From an optimization exercise on the open Yosys and OpenROAD flow, aimed at small area; shortcuts taken in it are not production practice.
In this exercise RTL edits were held to simulation tests only and were not proved equivalent to the original.
No activity file was given, so power comes from the tool's default toggle rates.

==> flow/design.v <==
`default_nettype none
package driver_pkg;
  localparam int NUM_DRIVERS = 10;
  localparam int MEM_LENGTH  = 48;
  localparam int PIN_W       = 2;
endpackage
`default_nettype wire
`timescale 1ns/1ps
`default_nettype none
module driver_top (
  input  logic        clock,
  input  logic        reset_i,
  input  logic        sclk_i,
  input  logic        mosi_i,
  input  logic        ss_n_i,
  input  logic        control_trigger_i,
  input  logic        latch_data_i,
  output logic [19:0] driver_io_o,
  output logic [19:0] driver_oeb_o,
  output logic        update_cycle_complete_o
);
  logic ss_n_m, sclk_m, mosi_m, trig_m, latch_m;
  logic ss_n_s, sclk_s, mosi_s, trig_s, latch_s;
  logic sclk_prev, ss_n_prev, trig_prev, latch_prev;
  always_ff @(posedge clock) begin
    ss_n_m <= ss_n_i; sclk_m <= sclk_i; mosi_m <= mosi_i;
    trig_m <= control_trigger_i; latch_m <= latch_data_i;
    ss_n_s <= ss_n_m; sclk_s <= sclk_m; mosi_s <= mosi_m;
    latch_s <= latch_m;
    sclk_prev <= sclk_s; ss_n_prev <= ss_n_s;
    trig_prev <= trig_s; latch_prev <= latch_s;
  end
  always_ff @(posedge clock) begin
    if (reset_i) trig_s <= 1'b0;
    else         trig_s <= trig_m;
  end
  logic sclk_rise, frame_end, trig_rise, latch_rise;
  assign sclk_rise  = sclk_s & ~sclk_prev;
  assign frame_end  = ss_n_s & ~ss_n_prev;
  assign trig_rise  = trig_s & ~trig_prev;
  assign latch_rise = latch_s & ~latch_prev;
  logic [5:0] bit_cnt;
  logic [7:0] c_oi;
  logic [5:0] c_addr, c_dat;
  logic [3:0] c_opc, c_idx;
  always_ff @(posedge clock) begin
    if (reset_i || ss_n_s) begin
      bit_cnt <= '0;
    end else if (sclk_rise && bit_cnt != 6'd63) begin
      bit_cnt <= bit_cnt + 1'b1;
    end
  end
  always_ff @(posedge clock) begin
    if (sclk_rise) begin
      if (bit_cnt[5:3] == 3'b000)
        c_oi <= {c_oi[6:0], mosi_s};
      if (bit_cnt[5:3] == 3'b001 && (bit_cnt[2] || bit_cnt[1]))
        c_addr <= {c_addr[4:0], mosi_s};
      if (bit_cnt[5:3] == 3'b011 && (bit_cnt[2] || bit_cnt[1]))
        c_dat <= {c_dat[4:0], mosi_s};
    end
  end
  assign c_opc = c_oi[7:4];
  assign c_idx = c_oi[3:0];
  localparam logic [1:0] T_NONE = 2'd0, T_WR = 2'd1, T_INV = 2'd2, T_LEN = 2'd3;
  logic       w_valid;
  logic [1:0] w_typ;
  logic [3:0] w_idx;
  logic [5:0] w_x;
  logic [1:0] w_dat;
  logic       take;
  logic       word_in;
  logic       c_idx_ok;
  logic [1:0] c_typ;
  logic [5:0] c_lm1;
  assign word_in  = frame_end && !w_valid && bit_cnt == 6'd32;
  assign c_idx_ok = c_idx < 4'd10;
  assign c_lm1    = (c_dat == 6'd0 || c_dat > 6'd48) ? 6'd47 : c_dat - 1'b1;
  always_comb begin
    c_typ = T_NONE;
    if (c_opc == 4'd1 && c_idx_ok && c_addr < 6'd48) c_typ = T_WR;
    if (c_opc == 4'd2 && c_idx_ok)                   c_typ = T_INV;
    if (c_opc == 4'd3)                               c_typ = T_LEN;
  end
  always_ff @(posedge clock) begin
    if (reset_i) begin
      w_valid <= 1'b0;
    end else if (w_valid) begin
      if (take) w_valid <= 1'b0;
    end else if (word_in) begin
      w_valid <= 1'b1;
    end
  end
  always_ff @(posedge clock) begin
    if (word_in) begin
      w_typ <= c_typ;
      w_idx <= c_idx;
      w_x   <= (c_opc == 4'd3) ? c_lm1 : c_addr;
      w_dat <= c_dat[1:0];
    end
  end
  logic       clear_active;
  logic [2:0] u_hi, u_lo;
  logic       play;
  logic [5:0] pa;            
  logic [5:0] lm1;           
  logic [9:0] inv;
  assign take = w_valid & ~clear_active & ~play;
  logic [2:0] u_hi_nx, u_lo_nx;
  always_comb begin
    u_lo_nx = u_lo + 1'b1;
    u_hi_nx = u_hi;
    if (u_lo == 3'd7) u_hi_nx = (u_hi == 3'd5) ? 3'd0 : u_hi + 1'b1;
    if (reset_i) begin
      u_lo_nx = '0;
      u_hi_nx = '0;
    end
  end
  always_ff @(posedge clock) begin
    u_hi <= u_hi_nx;
    u_lo <= u_lo_nx;
    if (reset_i) begin
      clear_active <= 1'b1;
    end else if (u_lo == 3'd7 && u_hi == 3'd5) begin
      clear_active <= 1'b0;
    end
  end
  always_ff @(posedge clock) begin
    if (reset_i) begin
      inv <= '0;
      lm1 <= 6'd47;
    end else if (take) begin
      if (w_typ == T_INV) inv[w_idx] <= w_dat[0];
      if (w_typ == T_LEN) lm1 <= w_x;
    end
  end
  logic       play_nx, done_nx;
  logic [5:0] pa_nx;
  always_comb begin
    play_nx = play;
    pa_nx   = pa;
    done_nx = 1'b0;
    if (!play) begin
      if (trig_rise) play_nx = 1'b1;
    end else if (latch_rise) begin
      if (pa == lm1) begin
        play_nx = 1'b0;
        pa_nx   = '0;
        done_nx = 1'b1;
      end else begin
        pa_nx = pa + 1'b1;
      end
    end
    if (reset_i) begin
      play_nx = 1'b0;
      pa_nx   = '0;
      done_nx = 1'b0;
    end
  end
  always_ff @(posedge clock) begin
    play                    <= play_nx;
    pa                      <= pa_nx;
    update_cycle_complete_o <= done_nx;
  end
  logic       acc_wr, w_pend;
  logic       s_valid;
  logic [3:0] s_ch;
  logic [5:0] s_addr;
  logic [1:0] s_dat;
  logic       s_hit, s_load;
  assign s_hit  = s_valid && s_addr == {u_hi, u_lo};
  assign s_load = (acc_wr | w_pend) & (~s_valid | s_hit);
  always_ff @(posedge clock) begin
    if (reset_i) begin
      acc_wr  <= 1'b0;
      w_pend  <= 1'b0;
      s_valid <= 1'b0;
    end else begin
      acc_wr  <= take && w_typ == T_WR;
      w_pend  <= (acc_wr | w_pend) & ~s_load;
      s_valid <= s_load | (s_valid & ~s_hit);
    end
  end
  always_ff @(posedge clock) begin
    if (s_load) begin
      s_ch   <= w_idx;
      s_addr <= w_x;
      s_dat  <= w_dat;
    end
  end
  logic [959:0] ring;
  logic [19:0]  head;
  always_comb begin
    head = ring[19:0];
    for (int g = 0; g < 10; g++) begin
      if (s_hit && s_ch == 4'(g)) head[2*g +: 2] = s_dat;
    end
    if (clear_active) head = '0;
  end
  always_ff @(posedge clock) begin
    ring <= {head, ring[959:20]};
  end
  logic [3:0]  lo_diff;
  logic [2:0]  pos_lo;
  logic [3:0]  hi_diff;
  logic [2:0]  pos_hi;
  logic [5:0]  hi_sel;
  logic [7:0]  lo_sel;
  logic [47:0] sel;
  logic [19:0] rd, val;
  assign lo_diff = {1'b0, pa_nx[2:0]} - {1'b0, u_lo_nx};
  assign pos_lo  = lo_diff[2:0];
  assign hi_diff = {1'b0, pa_nx[5:3]} - {1'b0, u_hi_nx} - {3'b0, lo_diff[3]};
  assign pos_hi  = hi_diff[3] ? 3'(hi_diff + 4'd6) : hi_diff[2:0];
  always_ff @(posedge clock) begin
    for (int h = 0; h < 6; h++) hi_sel[h] <= pos_hi == 3'(h);
    for (int l = 0; l < 8; l++) lo_sel[l] <= pos_lo == 3'(l);
  end
  always_comb begin
    for (int p = 0; p < 48; p++) sel[p] = hi_sel[p / 8] & lo_sel[p % 8];
  end
  logic [15:0] grp_n [20];
  for (genvar l = 0; l < 20; l++) begin : g_lane
    for (genvar j = 0; j < 16; j++) begin : g_grp
      aoi222 i_aoi (
        .a0 (sel[3*j]),   .b0 (ring[20*(3*j)   + l]),
        .a1 (sel[3*j+1]), .b1 (ring[20*(3*j+1) + l]),
        .a2 (sel[3*j+2]), .b2 (ring[20*(3*j+2) + l]),
        .y  (grp_n[l][j])
      );
    end
    assign rd[l] = ~&grp_n[l];
  end
  always_comb begin
    val = rd;
    for (int g = 0; g < 10; g++) begin
      if (s_valid && s_ch == 4'(g) && s_addr == pa) val[2*g +: 2] = s_dat;
      if (w_pend && w_idx == 4'(g) && w_x == pa)    val[2*g +: 2] = w_dat;
    end
  end
  logic oeb_q;
  always_ff @(posedge clock) begin
    if (reset_i || !play) begin
      driver_io_o <= '0;
      oeb_q       <= 1'b1;
    end else begin
      for (int g = 0; g < 10; g++) driver_io_o[2*g +: 2] <= val[2*g +: 2] ^ {2{inv[g]}};
      oeb_q <= 1'b0;
    end
  end
  assign driver_oeb_o = {20{oeb_q}};
endmodule
module aoi222 (
  input  logic a0, b0, a1, b1, a2, b2,
  output logic y
);
  assign y = ~((a0 & b0) | (a1 & b1) | (a2 & b2));
endmodule
`default_nettype wire
==> flow/config.mk <==
export PLATFORM = sky130hd
export DESIGN_NAME = driver_top
export DESIGN_NICKNAME = driver_top
export VERILOG_FILES = /design/flow/design.v
export SDC_FILE = /design/flow/constraint.sdc
export NUM_CORES = 4
export LEC_CHECK = 0
export CAP_MARGIN = 20
export CORE_MARGIN = 2
export CORE_UTILIZATION = 70
export CTS_BUF_LIST = sky130_fd_sc_hd__clkbuf_16
export CTS_CLUSTER_DIAMETER = 60
export CTS_CLUSTER_SIZE = 30
export SLEW_MARGIN = 20
export SYNTH_HIERARCHICAL = 1
==> flow/constraint.sdc <==
create_clock -name core_clock -period 4.0 [get_ports {clock}]
set_input_delay 0.8000 -clock core_clock [delete_from_list [all_inputs] [get_ports {clock}]]
set_output_delay 0.8000 -clock core_clock [all_outputs]
set_load 0.01 [all_outputs]
run.sh (not shown) runs the stock make flow with config.mk's settings and CLKGATE_MAP_FILE= SYNTH_SCRIPT=/design/flow/synth_recipe.tcl, a recipe that flattens the netlist after the stock synthesis.
Rerun with:
--- a/flow/config.mk
+++ b/flow/config.mk
@@ -9,6 +9,6 @@
 export CORE_MARGIN = 2
-export CORE_UTILIZATION = 70
+export CORE_UTILIZATION = 55
 export CTS_BUF_LIST = sky130_fd_sc_hd__clkbuf_16
-export CTS_CLUSTER_DIAMETER = 60
-export CTS_CLUSTER_SIZE = 30
+export CTS_CLUSTER_DIAMETER = 50
+export CTS_CLUSTER_SIZE = 26
 export SLEW_MARGIN = 20
What happened:
- The changed run produced a clean layout
- maximum frequency is higher by about 2.5%
- non-clock buffer count grows by 38
- via count goes up by 0.67%
- routed wire length climbs by about 7%
- cell area climbs by about 5%
- global-route usage came out lower by 5.4 points
- synthesized cell count is unchanged
- die area went up by 27%
- power climbs by 13%
- setup slack improves by 0.090 ns
Rerun with:
--- a/flow/config.mk
+++ b/flow/config.mk
@@ -10,5 +10,2 @@
 export CORE_UTILIZATION = 55
-export CTS_BUF_LIST = sky130_fd_sc_hd__clkbuf_16
-export CTS_CLUSTER_DIAMETER = 50
-export CTS_CLUSTER_SIZE = 26
 export SLEW_MARGIN = 20
After rerunning: Worst setup slack loses 0.0077 ns. Synthesized area is unchanged. Sequential power barely changes. Power goes up by a little under a tenth. Maximum frequency hardly moves. Combinational power barely changes. Wire length goes up slightly. Worst hold slack gains 0.012 ns. Final area goes up by a few percent. Clock-buffer cell count goes up by 70. Global-route usage goes up by 0.38 points.
Rerun with:
==> flow/flow/run.sh (new file) <==
#!/bin/bash
set -e
cat >> config.mk <<'EOF'
export BUFFER_PORTS_ARGS = -buffer_cell sky130_fd_sc_hd__buf_1
export CTS_ARGS = -sink_clustering_enable -repair_clock_nets -sink_clustering_size 30 -sink_clustering_max_diameter 60 -buf_list sky130_fd_sc_hd__clkbuf_16 -dont_use_dummy_load
EOF
bash standard.sh > standard.log 2>&1
==> flow/standard.sh (new file) <==
#!/bin/bash
# synth_recipe.tcl (not shown) runs the flow's synth.tcl, then flattens the netlist and writes it again
# the make line also repeats each setting of config.mk as NAME=value (left out here)
make -C /OpenROAD-flow-scripts/flow DESIGN_CONFIG=/design/flow/config.mk WORK_HOME=/design/flow/orfs CLKGATE_MAP_FILE= SYNTH_SCRIPT=/design/flow/synth_recipe.tcl "${@:-finish}"
--- a/flow/config.mk
+++ b/flow/config.mk
@@ -9,4 +9,6 @@
 export CORE_MARGIN = 2
-export CORE_UTILIZATION = 55
+export CORE_UTILIZATION = 70
 export SLEW_MARGIN = 20
 export SYNTH_HIERARCHICAL = 1
+export BUFFER_PORTS_ARGS = -buffer_cell sky130_fd_sc_hd__buf_1
+export CTS_ARGS = -sink_clustering_enable -repair_clock_nets -sink_clustering_size 30 -sink_clustering_max_diameter 60 -buf_list sky130_fd_sc_hd__clkbuf_16 -dont_use_dummy_load
removed: flow/run.sh
After rerunning:
- clock skew came out higher by 0.040 ns
- clock power came out lower by 47%
- maximum frequency came out lower by 4.0%
- cell area came out lower by 8.6%
- global-route usage came out higher by 5.2 points
- routed wire length came out lower by 7.3%

quartz:
driver_top, a different RTL version from the one above (not shown whole).
Size: about 1900 cells after synthesis, roughly 1100 flip-flops, roughly 28000 um^2 of cells after synthesis.
clock: 4.0 ns
lec_check: 0
cap_margin: 20
core_margin: 2
core_utilization: 70
slew_margin: 20
synth_hierarchical: 1
buffer_ports_args: -buffer_cell sky130_fd_sc_hd__buf_1
cts_args: -sink_clustering_enable -repair_clock_nets -sink_clustering_size 35 -sink_clustering_max_diameter 55 -buf_list sky130_fd_sc_hd__clkbuf_16 -dont_use_dummy_load
standard.sh (not shown) runs the stock make flow with config.mk's settings and CLKGATE_MAP_FILE= SYNTH_SCRIPT=/design/flow/synth_recipe.tcl, a recipe that flattens the netlist after the stock synthesis.
==> flow/flow/run.sh <==
#!/bin/bash
set -e
cat >> config.mk <<'EOF'
export BUFFER_PORTS_ARGS = -buffer_cell sky130_fd_sc_hd__buf_1
export CTS_ARGS = -sink_clustering_enable -repair_clock_nets -sink_clustering_size 35 -sink_clustering_max_diameter 55 -buf_list sky130_fd_sc_hd__clkbuf_16 -dont_use_dummy_load
EOF
bash standard.sh > standard.log 2>&1
In summary, quartz completed successfully, with a layout that passed the timing, DRC and antenna checks.
#### Input delta (ember over quartz)
Settings: CTS_ARGS changed from -sink_clustering_enable -repair_clock_nets -sink_clustering_size 35 -sink_clustering_max_diameter 55 -buf_list sky130_fd_sc_hd__clkbuf_16 -dont_use_dummy_load to -sink_clustering_enable -repair_clock_nets -sink_clustering_size 30 -sink_clustering_max_diameter 60 -buf_list sky130_fd_sc_hd__clkbuf_16 -dont_use_dummy_load.
==> flow/flow/run.sh <==
#!/bin/bash
set -e
cat >> config.mk <<'EOF'
export BUFFER_PORTS_ARGS = -buffer_cell sky130_fd_sc_hd__buf_1
export CTS_ARGS = -sink_clustering_enable -repair_clock_nets -sink_clustering_size 30 -sink_clustering_max_diameter 60 -buf_list sky130_fd_sc_hd__clkbuf_16 -dont_use_dummy_load
EOF
bash standard.sh > standard.log 2>&1
- Per the comparison of ember with quartz, clock period minus worst slack increased 0.024 ns, sequential share of power +0.5 points.
- Between quartz and ember, the post-synthesis net count does not differ in any meaningful way.

==> what the ideal ports hide <==
Ports are ideal in the flow. The routed layouts listed here were re-timed in OpenROAD.
Step 1: set_driving_cell puts a clkbuf_16 on clock and a buf_2 on each other input, an assumption about the parent block.
Step 2, shift: input delay + t, output delay - t, t = (earliest + latest rising clock arrival at the registers) / 2. This alone moves slack from input paths to output paths.
Three values: no drivers, after step 1, after step 2; two values: the first two.
| run | shift t [ns] | slack for setup (ns) | cell pins on the clock port's net |
|---|---|---|---|
| the first run of note 1 | 0.684 | 0.315 / 0.315 / -0.078 | 1 |
| the second run of note 1 | 0.685 | 0.405 / 0.405 / 0.043 | 1 |
| the third run of note 1 | 0.713 | 0.397 / 0.397 / 0.083 | 1 |
| the fourth run of note 1 | 0.659 | 0.246 / 0.246 / 0.158 | 1 |
| quartz | 0.653 | 0.277 / 0.277 / 0.155 | 1 |
| ember | 0.645 | 0.253 / 0.253 / 0.148 | 1 |
With both steps, setup timing fails in the first run of note 1, where it was met with ideal ports. For the first run of note 1, which loses most, drivers alone change the setup slack by 0.000 ns; drivers and shift together by -0.393 ns.
